Context: an optimization exercise on an open-source flow, tuned for small area, a short achievable clock period and few clock cycles per item. The choices shown serve that exercise and are no tape-out recipe.
In this exercise RTL edits were held to simulation tests only and were not proved equivalent to the original.

Setup of red:
## argb_over_blend_unit
module argb_over_blend_unit (
  input  logic                clk,
  input  logic                rst_n,
  input  logic                in_valid,
  output logic                in_stall,
  input  aob_pkg::pix_t       in_fg_argb,
  input  aob_pkg::pix_t       in_bg_argb,
  output logic                out_valid,
  input  logic                out_stall,
  output aob_pkg::pix_t       out_argb
);
  localparam int NV = 7;   
  logic          sv;       
  logic          sv_o;     
  logic          en;       
  logic          ov;       
  logic [NV-1:0] v;
  logic          load_out;
  logic          arrive;
  assign en       = !sv;
  assign in_stall = sv_o;
  function automatic logic [9:0] pp4(input logic [1:0] m, input logic [7:0] y, input logic [9:0] y3);
    case (m)
      2'd0: pp4 = 10'd0;
      2'd1: pp4 = {2'd0, y};
      2'd2: pp4 = {1'b0, y, 1'b0};
      default: pp4 = y3;
    endcase
  endfunction
  function automatic logic [31:0] csa(input logic [15:0] p, input logic [15:0] q, input logic [15:0] r);
    logic [15:0] sm, cy;
    sm = p ^ q ^ r;
    cy = (p & q) | (p & r) | (q & r);
    csa = {cy[14:0], 1'b0, sm};
  endfunction
  function automatic logic [15:0] div1(input logic [15:0] n, input logic [7:0] d);
    logic [8:0] w, df;
    w  = {n[15:8], n[7]};
    df = w - {1'b0, d};
    if (!df[8]) div1 = {df[7:0], n[6:0], 1'b1};
    else        div1 = {w[7:0],  n[6:0], 1'b0};
  endfunction
  function automatic logic [15:0] div2(input logic [15:0] n, input logic [7:0] d, input logic [9:0] d3);
    logic [9:0]  w;
    logic [10:0] t1, t2, t3;
    w  = {n[15:8], n[7:6]};
    t1 = {1'b0, w} - {3'd0, d};
    t2 = {1'b0, w} - {2'd0, d, 1'b0};
    t3 = {1'b0, w} - {1'b0, d3};
    if (!t3[10])      div2 = {t3[7:0], n[5:0], 2'd3};
    else if (!t2[10]) div2 = {t2[7:0], n[5:0], 2'd2};
    else if (!t1[10]) div2 = {t1[7:0], n[5:0], 2'd1};
    else              div2 = {w[7:0],  n[5:0], 2'd0};
  endfunction
  logic [7:0]  r0_a;
  logic [9:0]  r0_a3;
  logic [31:0] r0_xr;
  logic [23:0] r0_dd, r0_b;
  logic [2:0]  r0_neg;
  logic        r0_z;
  logic [15:0] r1_x;
  logic [7:0]  r1_a;
  ...
==> flow/config.mk <==
export PLATFORM = sky130hd
export DESIGN_NAME = argb_over_blend_unit
export DESIGN_NICKNAME = argb_over_blend_unit
export VERILOG_FILES = /design/flow/design.v
export SDC_FILE = /design/flow/constraint.sdc
export NUM_CORES = 4
export LEC_CHECK = 0
export CAP_MARGIN = 20
export CORE_MARGIN = 2
export CORE_UTILIZATION = 65
export CTS_BUF_LIST = sky130_fd_sc_hd__clkbuf_8
export SETUP_SLACK_MARGIN = 2.9
export SLEW_MARGIN = 20
==> flow/constraint.sdc <==
create_clock -name core_clock -period 6.0 [get_ports {clk}]
set_input_delay 1.2000 -clock core_clock [delete_from_list [all_inputs] [get_ports {clk}]]
set_output_delay 1.2000 -clock core_clock [all_outputs]
set_load 0.01 [all_outputs]
run.sh (not shown) runs the stock make flow with config.mk's settings and CLKGATE_MAP_FILE= SYNTH_SCRIPT=/design/flow/synth_recipe.tcl, a recipe that flattens the netlist after the stock synthesis.
red | status: complete | timing, DRC, antenna: pass
Testbench counts of red, summed over its fixed seeds: cycles 16,064, items 16,000.
Input-level comparison between blue and red:
- CTS_CLUSTER_SIZE: unset -> 14
- TNS_END_PERCENT: unset -> 30
- CTS_CLUSTER_DIAMETER: unset -> 100
Results
- blue did not stop at any stage, and its layout met the timing, design-rule and antenna checks.
- For blue, the type of the setup path with the least slack was input port to flop, unlike red, where it was flop to flop.
- Worst max-slew margin expressed relative to the limit (lower): red
- Between blue and red, the number of multi-input combinational cells figures differ only marginally.
- Compared with red, blue shows area of all placed cells without fillers lower by 3.3%.
- Comparing red and blue, number of DRC markers in iteration 0 is lower on red.
The inputs of green differ from those of blue as listed below.
- CORE_UTILIZATION changed from 65 to 60
- CTS_BUF_LIST changed from sky130_fd_sc_hd__clkbuf_8 to sky130_fd_sc_hd__clkbuf_4 sky130_fd_sc_hd__clkbuf_8
- CTS_CLUSTER_DIAMETER removed (was 100)
- SETUP_SLACK_MARGIN changed from 2.9 to 3.1
- TNS_END_PERCENT removed (was 30)
- CTS_CLUSTER_SIZE removed (was 14)
[summary]
green vs. blue: area fraction of clock buffers and clock inverters grew by 3.3 points; minimum period implied by the final worst setup slack shrank by 0.13 ns; maximum clock frequency grew by about 4%. The higher non-clock buffer count came out of green. The post-cts gate resize count in blue is 0.26 times that in green. green: done, clean on timing, DRC and antenna. Re setup slack: blue and green aren't equal, and the lower value belongs to blue. Looking at met2 capacity usage during global routing across blue and green, the one that comes out lower is green.

---

== wip/yarrow ==
Starting RTL as in the previous note.
make LEC_CHECK=0 CAP_MARGIN=20 CORE_MARGIN=2 CORE_UTILIZATION=60 CTS_BUF_LIST=sky130_fd_sc_hd__clkbuf_8 CTS_CLUSTER_DIAMETER=100 CTS_CLUSTER_SIZE=14 SETUP_SLACK_MARGIN=3.0 SLEW_MARGIN=20 finish   # period 6.0 ns
wip/yarrow closes out successfully: all stages finished, all timing, DRC and antenna checks passed.
Testbench counts of wip/yarrow, summed over its fixed seeds: cycles 16,064, items 16,000.
The inputs of wip/tundra differ from those of wip/yarrow as listed below.
-- flow/config.mk --
<<< wip/yarrow, line 9
export CORE_MARGIN = 2
export CORE_UTILIZATION = 60
export CTS_BUF_LIST = sky130_fd_sc_hd__clkbuf_8
export CTS_CLUSTER_DIAMETER = 100
export CTS_CLUSTER_SIZE = 14
export SETUP_SLACK_MARGIN = 3.0
export SLEW_MARGIN = 20
>>> wip/tundra, line 9
export CORE_MARGIN = 2
export CORE_UTILIZATION = 60
export CTS_BUF_LIST = sky130_fd_sc_hd__clkbuf_16
export CTS_CLUSTER_DIAMETER = 100
export CTS_CLUSTER_SIZE = 20
export SETUP_SLACK_MARGIN = 2.9
export SLEW_MARGIN = 20
### Flow results
- wip/tundra closes out successfully: all stages finished, all timing, DRC and antenna checks passed.
- wip/tundra vs. wip/yarrow: final area dropped 1.1%; wire length per cell barely changed; sequential share of layout area climbed 0.48 points.
For wip/amber, these inputs were changed with respect to wip/tundra:
==> flow/config.mk <==
export PLATFORM = sky130hd
export DESIGN_NAME = argb_over_blend_unit
export DESIGN_NICKNAME = argb_over_blend_unit
export VERILOG_FILES = /design/flow/design.v
export SDC_FILE = /design/flow/constraint.sdc
export NUM_CORES = 4
export LEC_CHECK = 0
export CAP_MARGIN = 20
export CORE_MARGIN = 2
export CORE_UTILIZATION = 70
export CTS_BUF_LIST = sky130_fd_sc_hd__clkbuf_8
export CTS_CLUSTER_DIAMETER = 100
export CTS_CLUSTER_SIZE = 14
export SETUP_SLACK_MARGIN = 2.9
export SLEW_MARGIN = 20
==> run notes <==
Between wip/tundra and wip/amber, count of buffering cells on the critical path with inverters included decreased. Per the comparison of wip/amber with wip/tundra, global-route usage rose 4.6 points, clock slew seen by the registers of the worst setup and hold paths about even. Die outline area, wip/amber and wip/tundra: larger value in wip/tundra. Re synthesized net count: no difference whatsoever between wip/amber and wip/tundra.

---

Setup of run A:
argb_over_blend_unit again, from the RTL that the note above started with.
clock: 6.0 ns
lec_check: 0
cap_margin: 20
core_margin: 2
core_utilization: 70
setup_slack_margin: 2.9
slew_margin: 20
Both conditions hold for run A: the flow ran to the end and the final layout passed the timing, design-rule and antenna checks.
Testbench counts of run A, summed over its fixed seeds: cycles 16,064, items 16,000.
Relative to run A, the following input files were edited for run B:
- CORE_UTILIZATION changed from 70 to 60
- CTS_BUF_LIST newly set to sky130_fd_sc_hd__clkbuf_8
[summary]
Compare run A and run B | setup slack lower: run A. Summary of the comparison: number of filler instances in the final layout is higher in run B, relative to run A. Changes observed in run B relative to run A: clock skew saw an increase, number of failing hold endpoints at the final stage saw little to no change.
Relative to run B, the following input files were edited for run C:
- CTS_BUF_LIST no longer set, was sky130_fd_sc_hd__clkbuf_8
[summary]
Run C against run B; count of clock-net buffers in the final layout is down by more than 10%. Taking run B as the reference point, the clock skew of run C falls by 0.026 ns. From run B to run C, cell count after synthesis did not move at all. Comparing run B against run C, there is no change at all in routability-driven placement congestion ratio.
Relative to run C, the following input files were edited for run D:
- an added CTS_CLUSTER_SIZE of 14
- an added CTS_BUF_LIST of sky130_fd_sc_hd__clkbuf_8
- an added CTS_CLUSTER_DIAMETER of 100
- an added TNS_END_PERCENT of 10
- a change of CORE_UTILIZATION from 60 to 65
==> run notes <==
Run D went all the way through synthesis, placement and routing and the layout is clean on timing, DRC and antenna. Per the comparison of run D with run C, global-route usage saw an increase. Required arrival time at the worst endpoint for run D is higher than for run C. On combined flip-flop and latch cell area, run D tracks run C almost exactly. From run C to run D the numbers moved as follows: growth of design area from synthesis to finish went down by 5.5 points, number of cells in the design after placement now sits lower, setup slack saw an increase. Clock-buffer cell count for run D: 41% down relative to run C. Re wire length reported by the detailed router: run C was higher than run D.
Inputs modified between run D and run E:
- clearing CTS_CLUSTER_DIAMETER, which used to be 100
- clearing TNS_END_PERCENT, which used to be 10
- clearing CTS_CLUSTER_SIZE, which used to be 14
- swapping sky130_fd_sc_hd__clkbuf_8 for sky130_fd_sc_hd__clkbuf_4 sky130_fd_sc_hd__clkbuf_8 in CTS_BUF_LIST
- swapping 65 for 60 in CORE_UTILIZATION
--- outcome ---
STATUS worst setup margin: run E wins against run D. Going from run D to run E, met2 wire length grew by a few percent. sky130_fd_sc_hd__clkdlybuf4s50_1 as the cell with the largest stage delay on the worst path was reported by run D, and sky130_fd_sc_hd__fa_2 by run E. | post-route cell area | run E vs run D | 4.2% higher |. Final wirelength of run E exceeds that of run D slightly.

[static timing again, ports no longer ideal]
No port has a modelled driver above. Below, the same layouts with a new extraction and two added sets of constraints. Step 1: set_driving_cell puts a clkbuf_16 on clk and a buf_2 on each other input, an assumption about the parent block. Step 2 times the ports against the registers' clock, not the clock port: input delays grow and output delays shrink by t, the midpoint of the rising clock arrivals with the driver on. a / b / c = ideal / step 1 / step 2; a / b = the first two.
run | t (ns) | slack for setup (ns) | clock arrival spread, ns | slew at the worst register clock pin (ns)
red | 0.804 | 2.904 / 2.904 / 2.201 | 0.089 / 0.089 | 0.07 / 0.07
blue | 0.760 | 2.851 / 2.882 / 2.134 | 0.051 / 0.051 | 0.11 / 0.11
green | 0.824 | 2.977 / 2.977 / 2.403 | 0.101 / 0.101 | 0.07 / 0.07
wip/yarrow | 0.770 | 2.934 / 2.934 / 2.219 | 0.029 / 0.029 | 0.11 / 0.11
wip/tundra | 0.670 | 2.843 / 2.843 / 2.286 | 0.040 / 0.040 | 0.09 / 0.09
wip/amber | 0.792 | 2.875 / 2.875 / 2.147 | 0.060 / 0.060 | 0.11 / 0.11
run A | 0.694 | 2.760 / 2.760 / 2.209 | 0.030 / 0.030 | 0.08 / 0.08
run B | 0.800 | 2.887 / 2.887 / 2.182 | 0.092 / 0.091 | 0.07 / 0.07
run C | 0.705 | 2.773 / 2.773 / 2.270 | 0.065 / 0.065 | 0.07 / 0.07
run D | 0.760 | 2.786 / 2.826 / 2.066 | 0.052 / 0.052 | 0.11 / 0.11
run E | 0.798 | 2.897 / 2.897 / 2.179 | 0.092 / 0.093 | 0.07 / 0.07
After both steps every run listed still meets setup and hold. For wip/amber, which loses most, drivers alone change the setup slack by 0.000 ns; drivers and shift together by -0.728 ns.
